This design comes from an exercise in tuning for small area on the open sky130 flow, not from production work. Function was checked by simulation only, so behaviour that the tests miss may differ from the original.

Setup of run 1:
Design rgb_to_hsl_converter_core, start of the top module:
module rgb_to_hsl_converter_core #(
  parameter int HUE_BITS = 12
) (
  input  logic                clk,
  input  logic                rst,
  input  logic                start,
  output logic                busy,
  input  logic [23:0]         pixel,
  output logic                done,
  output logic [HUE_BITS-1:0] hue,
  output logic [7:0]          saturation,
  output logic [7:0]          lightness,
  output logic                achromatic
);
export LEC_CHECK = 0
export ABC_AREA = 1
export CAP_MARGIN = 20
export CORE_MARGIN = 2
export CORE_UTILIZATION = 40
export CTS_CLUSTER_DIAMETER = 100
export CTS_CLUSTER_SIZE = 24
export SLEW_MARGIN = 20
create_clock -name core_clock -period 5.5 [get_ports {clk}]
standard.sh (not shown) runs the stock make flow with config.mk's settings and CLKGATE_MAP_FILE= SYNTH_SCRIPT=/design/flow/synth_recipe.tcl, a recipe that flattens the netlist after the stock synthesis.
==> flow/flow/run.sh <==
#!/bin/bash
# The standard layout (standard.sh) with two changes:
#  - synthesis maps with ABC's area-oriented script below instead of ORFS's
#    abc_area.script (registers are untouched: they are mapped before ABC runs);
#  - every port is buffered by a buf_1 instead of the delay buffer that
#    buffer_ports picks by default.
# Each tool's full output lands in make.log and under orfs/logs/.
set -euo pipefail
rm -rf scripts
cp -r "$FLOW_HOME/scripts" scripts
printf '%s\n' strash "dch -f" "map -B 0.9" topo 'stime -c' 'buffer -c' 'upsize -c' 'dnsize -c' > scripts/abc_area.script
bash standard.sh SCRIPTS_DIR="$PWD/scripts" BUFFER_PORTS_ARGS="-buffer_cell sky130_fd_sc_hd__buf_1" finish > make.log 2>&1
[inputs] run 2 vs run 1
-- flow/flow/run.sh --
<<< run 1, line 9
rm -rf scripts
cp -r "$FLOW_HOME/scripts" scripts
printf '%s\n' strash "dch -f" "map -B 0.9" topo 'stime -c' 'buffer -c' 'upsize -c' 'dnsize -c' > scripts/abc_area.script
bash standard.sh SCRIPTS_DIR="$PWD/scripts" BUFFER_PORTS_ARGS="-buffer_cell sky130_fd_sc_hd__buf_1" finish > make.log 2>&1
>>> run 2, line 9
rm -rf scripts
cp -r "$FLOW_HOME/scripts" scripts
printf '%s\n' 'strash' 'dc2' 'dch -f' 'map -B 0.9' 'topo' 'stime -c' 'buffer -c' 'upsize -c' 'dnsize -c' > scripts/abc_area.script
bash standard.sh SCRIPTS_DIR="$PWD/scripts" BUFFER_PORTS_ARGS="-buffer_cell sky130_fd_sc_hd__buf_1" finish > make.log 2>&1
==> summary.txt <==
- Run 2: flow complete, layout not clean; failing: negative setup slack
- Compared with run 1, run 2 shows a lower combined buffer and inverter count along the critical path.
- | worst hold slack | run 1 vs run 2 | ≈ equal |
- Between run 1 and run 2, the difference in placed wire-length estimate is negligible.
- [compare] base=run 1 new=run 2: area of the core down 7.9%; cell area +about 20%; number of standard-cell rows in the floorplan fell 3.
- Run 1 -> run 2: detailed-routed wire length on met3 increased by more than a quarter
- Run 2 vs run 1 — overall fraction of global-route tracks in use rose 4.8 points.
- Clock slew seen by the registers of the worst setup and hold paths of run 2 is on par with run 1.
Input-level comparison between run 3 and run 2:
==> flow/flow/run.sh <==
#!/bin/bash
# The standard layout (standard.sh) with two changes:
#  - synthesis maps the logic with the ABC script below (choice computation
#    with -f, mapping, buffering and downsizing, but no upsizing) instead of
#    ORFS's abc_area.script; registers are untouched, as ABC runs after they
#    are mapped, and the rest of ORFS's synthesis is the same;
#  - every port is buffered by a buf_1 instead of the delay buffer that
#    buffer_ports picks by default.
# Each tool's full output lands in make.log and under orfs/logs/.
set -euo pipefail
rm -rf scripts
cp -r "$FLOW_HOME/scripts" scripts
printf '%s\n' 'strash' 'dch -f' 'map -B 0.9' 'topo' 'stime -c' 'buffer -c' 'dnsize -c' > scripts/abc_area.script
bash standard.sh SCRIPTS_DIR="$PWD/scripts" BUFFER_PORTS_ARGS="-buffer_cell sky130_fd_sc_hd__buf_1" finish > make.log 2>&1
-- flow/config.mk --
<<< run 2, line 12
export CTS_CLUSTER_DIAMETER = 100
export CTS_CLUSTER_SIZE = 24
export SLEW_MARGIN = 20
>>> run 3, line 12
export CTS_CLUSTER_DIAMETER = 100
export CTS_CLUSTER_SIZE = 24
export GPL_TIMING_DRIVEN = 0
export SLEW_MARGIN = 20
==> summary.txt <==
Buffering overhead (higher): run 2. Relative to run 2, slew at the pin with the worst max-slew slack decreased by 210 ps in run 3. Run 3 ended up with pixel[1] as its launching element of the worst setup path; run 2 ended up with r3_hd[0]. Run 3 finished every step from synthesis to the final layout, and the layout passed the timing, design-rule and antenna checks. Run 3 vs. run 2: area of all placed cells without fillers went down by 17%.
Inputs modified between run 3 and run 4:
==> flow/flow/run.sh <==
#!/bin/bash
# The standard layout (standard.sh) with two changes:
#  - synthesis maps with ABC's area-oriented script below instead of ORFS's
#    abc_area.script (registers are untouched: they are mapped before ABC runs);
#  - every port is buffered by a buf_1 instead of the delay buffer that
#    buffer_ports picks by default.
# Each tool's full output lands in make.log and under orfs/logs/.
set -euo pipefail
rm -rf scripts
cp -r "$FLOW_HOME/scripts" scripts
printf '%s\n' strash "dch -f" "map -D 4300" topo 'stime -c' 'buffer -c' 'upsize -c' 'dnsize -c' > scripts/abc_area.script
bash standard.sh SCRIPTS_DIR="$PWD/scripts" BUFFER_PORTS_ARGS="-buffer_cell sky130_fd_sc_hd__buf_1" finish > make.log 2>&1
-- flow/config.mk --
<<< run 3, line 12
export CTS_CLUSTER_DIAMETER = 100
export CTS_CLUSTER_SIZE = 24
export GPL_TIMING_DRIVEN = 0
export SLEW_MARGIN = 20
>>> run 4, line 12
export CTS_CLUSTER_DIAMETER = 100
export CTS_CLUSTER_SIZE = 24
export SLEW_MARGIN = 20
--- outcome ---
Between run 3 and run 4, the count of final setup violators figures differ only marginally.
Total of clock buffers placed in the layout sits higher in run 4 than in run 3.
The run with more routed wire is run 4, not run 3.

========
Starting RTL as in the previous note.
==> flow/design.v (excerpt) <==
module rgb_to_hsl_converter_core #(
  parameter int HUE_BITS = 12
) (
  input  logic                clk,
  input  logic                rst,
  input  logic                start,
  output logic                busy,
  input  logic [23:0]         pixel,
  output logic                done,
  output logic [HUE_BITS-1:0] hue,
  output logic [7:0]          saturation,
  output logic [7:0]          lightness,
  output logic                achromatic
);
  assign busy = rst;
  logic [7:0] r, g, b;
  assign r = pixel[23:16];
  assign g = pixel[15:8];
  assign b = pixel[7:0];
  logic gt_rg, gt_gr, gt_gb, gt_bg, gt_br, gt_rb;
  rhsl_cmp u_c_rg (.a(r), .b(g), .gt(gt_rg), .lt(gt_gr));
  rhsl_cmp u_c_gb (.a(g), .b(b), .gt(gt_gb), .lt(gt_bg));
  rhsl_cmp u_c_br (.a(b), .b(r), .gt(gt_br), .lt(gt_rb));
  logic [5:0] ks;   
  assign ks[0] = gt_rg  & !gt_bg;    
  assign ks[1] = !gt_rg & gt_rb;     
  assign ks[2] = gt_gb  & !gt_rb;    
  assign ks[3] = !gt_gb & gt_gr;     
  assign ks[4] = gt_br  & !gt_gr;    
  assign ks[5] = !gt_br & gt_bg;     
  logic [7:0] hi, lo, fa, fb;
  assign hi = (!gt_gr && !gt_br) ? r : (!gt_bg ? g : b);
  assign lo = (!gt_rg && !gt_rb) ? r : (!gt_gb ? g : b);
  assign fa = (ks[4] | ks[5]) ? r : ((ks[0] | ks[1]) ? g : b);
  assign fb = (ks[0] | ks[5]) ? b : ((ks[1] | ks[2]) ? r : g);
  logic [7:0] f0, delta0;
  logic [8:0] sum0;
  logic [2:0] k0;
  assign delta0 = hi - lo;
  assign f0     = fa - fb;
  assign sum0   = {1'b0, hi} + {1'b0, lo};
  assign k0     = {ks[3] | ks[4] | ks[5], ks[2] | ks[5], ks[1] | ks[4]};   
  logic [7:0] r1_hf;
  always_ff @(posedge clk) r1_hf <= f0;
  logic [7:0] r1_hdelta;
  always_ff @(posedge clk) r1_hdelta <= delta0;
  logic [2:0] r1_k;
  always_ff @(posedge clk) r1_k <= k0;
  logic [8:0] r1_ssum;
  always_ff @(posedge clk) r1_ssum <= sum0;
  logic [7:0] r1_sdelta;
  always_ff @(posedge clk) r1_sdelta <= delta0;
  logic [9:0] hi1_d3, hi1_e;
  logic [10:0] hi1_d5;
  assign hi1_d3 = {2'b0, r1_hdelta} + {1'b0, r1_hdelta, 1'b0};
  assign hi1_d5 = {3'b0, r1_hdelta} + {1'b0, r1_hdelta, 2'b0};
  ...
Settings: LEC_CHECK=0, ABC_AREA=1, CAP_MARGIN=20, CORE_MARGIN=2, CORE_UTILIZATION=40, CTS_BUF_LIST=sky130_fd_sc_hd__clkbuf_8, CTS_CLUSTER_DIAMETER=60, CTS_CLUSTER_SIZE=16, SLEW_MARGIN=20; clock period 5.5 ns.
==> flow/flow/run.sh <==
#!/bin/bash
# The standard layout (standard.sh) with two changes:
#  - synthesis maps with ABC's area-oriented script below instead of ORFS's
#    abc_area.script (registers are untouched: they are mapped before ABC runs);
#  - every port is buffered by a buf_1 instead of the delay buffer that
#    buffer_ports picks by default.
# Each tool's full output lands in make.log and under orfs/logs/.
set -euo pipefail
rm -rf scripts
cp -r "$FLOW_HOME/scripts" scripts
printf '%s\n' 'strash' 'dch -f' 'map -B 0.9' 'topo' 'stime -c' 'buffer -c' 'dnsize -c' > scripts/abc_area.script
bash standard.sh SCRIPTS_DIR="$PWD/scripts" BUFFER_PORTS_ARGS="-buffer_cell sky130_fd_sc_hd__buf_1" finish > make.log 2>&1
The first run completed with no timing, DRC or antenna violations.
Edit:
--- a/flow/flow/run.sh
+++ b/flow/flow/run.sh
@@ -9,4 +9,4 @@
 rm -rf scripts
 cp -r "$FLOW_HOME/scripts" scripts
-printf '%s\n' 'strash' 'dch -f' 'map -B 0.9' 'topo' 'stime -c' 'buffer -c' 'dnsize -c' > scripts/abc_area.script
+printf '%s\n' strash "dch" "amap" topo 'stime -c' 'buffer -c' 'upsize -c' 'dnsize -c' > scripts/abc_area.script
 bash standard.sh SCRIPTS_DIR="$PWD/scripts" BUFFER_PORTS_ARGS="-buffer_cell sky130_fd_sc_hd__buf_1" finish > make.log 2>&1
CTS_BUF_LIST = unset   (was sky130_fd_sc_hd__clkbuf_8)
CTS_CLUSTER_DIAMETER = 100   (was 60)
CTS_CLUSTER_SIZE = 24   (was 16)
What happened: The changed run ran to the end with violations: setup timing; worst setup slack is worse by 2.5 ns; sequential share of layout area is lower by 6.5 points; via count rises by about a fifth; area after synthesis is lower by a few percent; worst hold slack is better by 0.011 ns; wire length climbs by a quarter to a third; utilization rose by 16 points; count of clock-buffer cells in the layout came out lower by 8.
Edit:
==> flow/flow/run.sh (replaced) <==
#!/bin/bash
# The standard layout, with every port buffered by a buf_1 instead of the
# delay buffer buffer_ports picks by default. Everything else is the standard flow's own
# flow (standard.sh), synthesis included.
set -euo pipefail
bash standard.sh BUFFER_PORTS_ARGS="-buffer_cell sky130_fd_sc_hd__buf_1" finish > make.log 2>&1
This time the run finished with timing, DRC and antenna clean.
Cell area falls by about a fifth.
Setup slack gets better by 2.3 ns.
Edit:
==> flow/flow/run.sh (replaced) <==
#!/bin/bash
# The standard layout (standard.sh) with two changes:
#  - synthesis maps with ABC's area-oriented script below instead of ORFS's
#    abc_area.script (registers are untouched: they are mapped before ABC runs);
#  - every port is buffered by a buf_1 instead of the delay buffer that
#    buffer_ports picks by default.
# Each tool's full output lands in make.log and under orfs/logs/.
set -euo pipefail
rm -rf scripts
cp -r "$FLOW_HOME/scripts" scripts
printf '%s\n' 'strash' 'dch -f' 'map -B 0.9' 'topo' 'dnsize -c' > scripts/abc_area.script
bash standard.sh SCRIPTS_DIR="$PWD/scripts" BUFFER_PORTS_ARGS="-buffer_cell sky130_fd_sc_hd__buf_1" finish > make.log 2>&1
- routed wire length drops by 1.6%
- core utilization climbs by 1.4 points
- non-clock buffer count climbs by 10
- global-route usage climbs by 0.53 points
- design area drops by 1.7%
- final cell count climbs by 0.33%
- worst hold slack is worse by 0.023 ns

[port drivers added, routing unchanged]
The flow's constraints put no driver on any port. The routed layouts listed below were extracted and timed again, unchanged, in two steps. Step 1 assumes that a clkbuf_16 drives the clock port and a buf_2 every other input. Step 2 moves the port delays by t, midway between the first and last clock arrival at a register: inputs arrive t later, outputs are due t later. That takes back most of the time a late clock gives input paths. a / b / c = no drivers / after step 1 / after step 2; a / b = the first two.
run	t (ns)	slack for setup (ns)	hold WS [ns]	worst register clock-pin slew, ns	worst slew at a driven data input, ns
run 1	0.524	0.490 / 0.490 / 0.490	0.321 / 0.321 / 0.321	0.09 / 0.09	0.04
run 2	0.526	-0.924 / -0.924 / -0.924	0.321 / 0.321 / 0.321	0.10 / 0.10	0.04
run 3	0.516	0.556 / 0.578 / 0.061	0.317 / 0.317 / 0.317	0.09 / 0.09	0.05
run 4	0.518	0.242 / 0.242 / 0.242	0.315 / 0.315 / 0.315	0.09 / 0.09	0.03
the first run of note 2	0.585	0.595 / 0.595 / 0.455	0.316 / 0.316 / 0.316	0.10 / 0.10	0.04
the second run of note 2	0.540	-1.900 / -1.900 / -1.900	0.327 / 0.327 / 0.327	0.09 / 0.09	0.05
the third run of note 2	0.513	0.402 / 0.402 / 0.318	0.329 / 0.329 / 0.329	0.09 / 0.09	0.03
the fourth run of note 2	0.530	0.520 / 0.520 / 0.363	0.306 / 0.306 / 0.306	0.09 / 0.09	0.05
For run 3, which loses most, drivers alone change the setup slack by +0.022 ns; drivers and shift together by -0.495 ns.
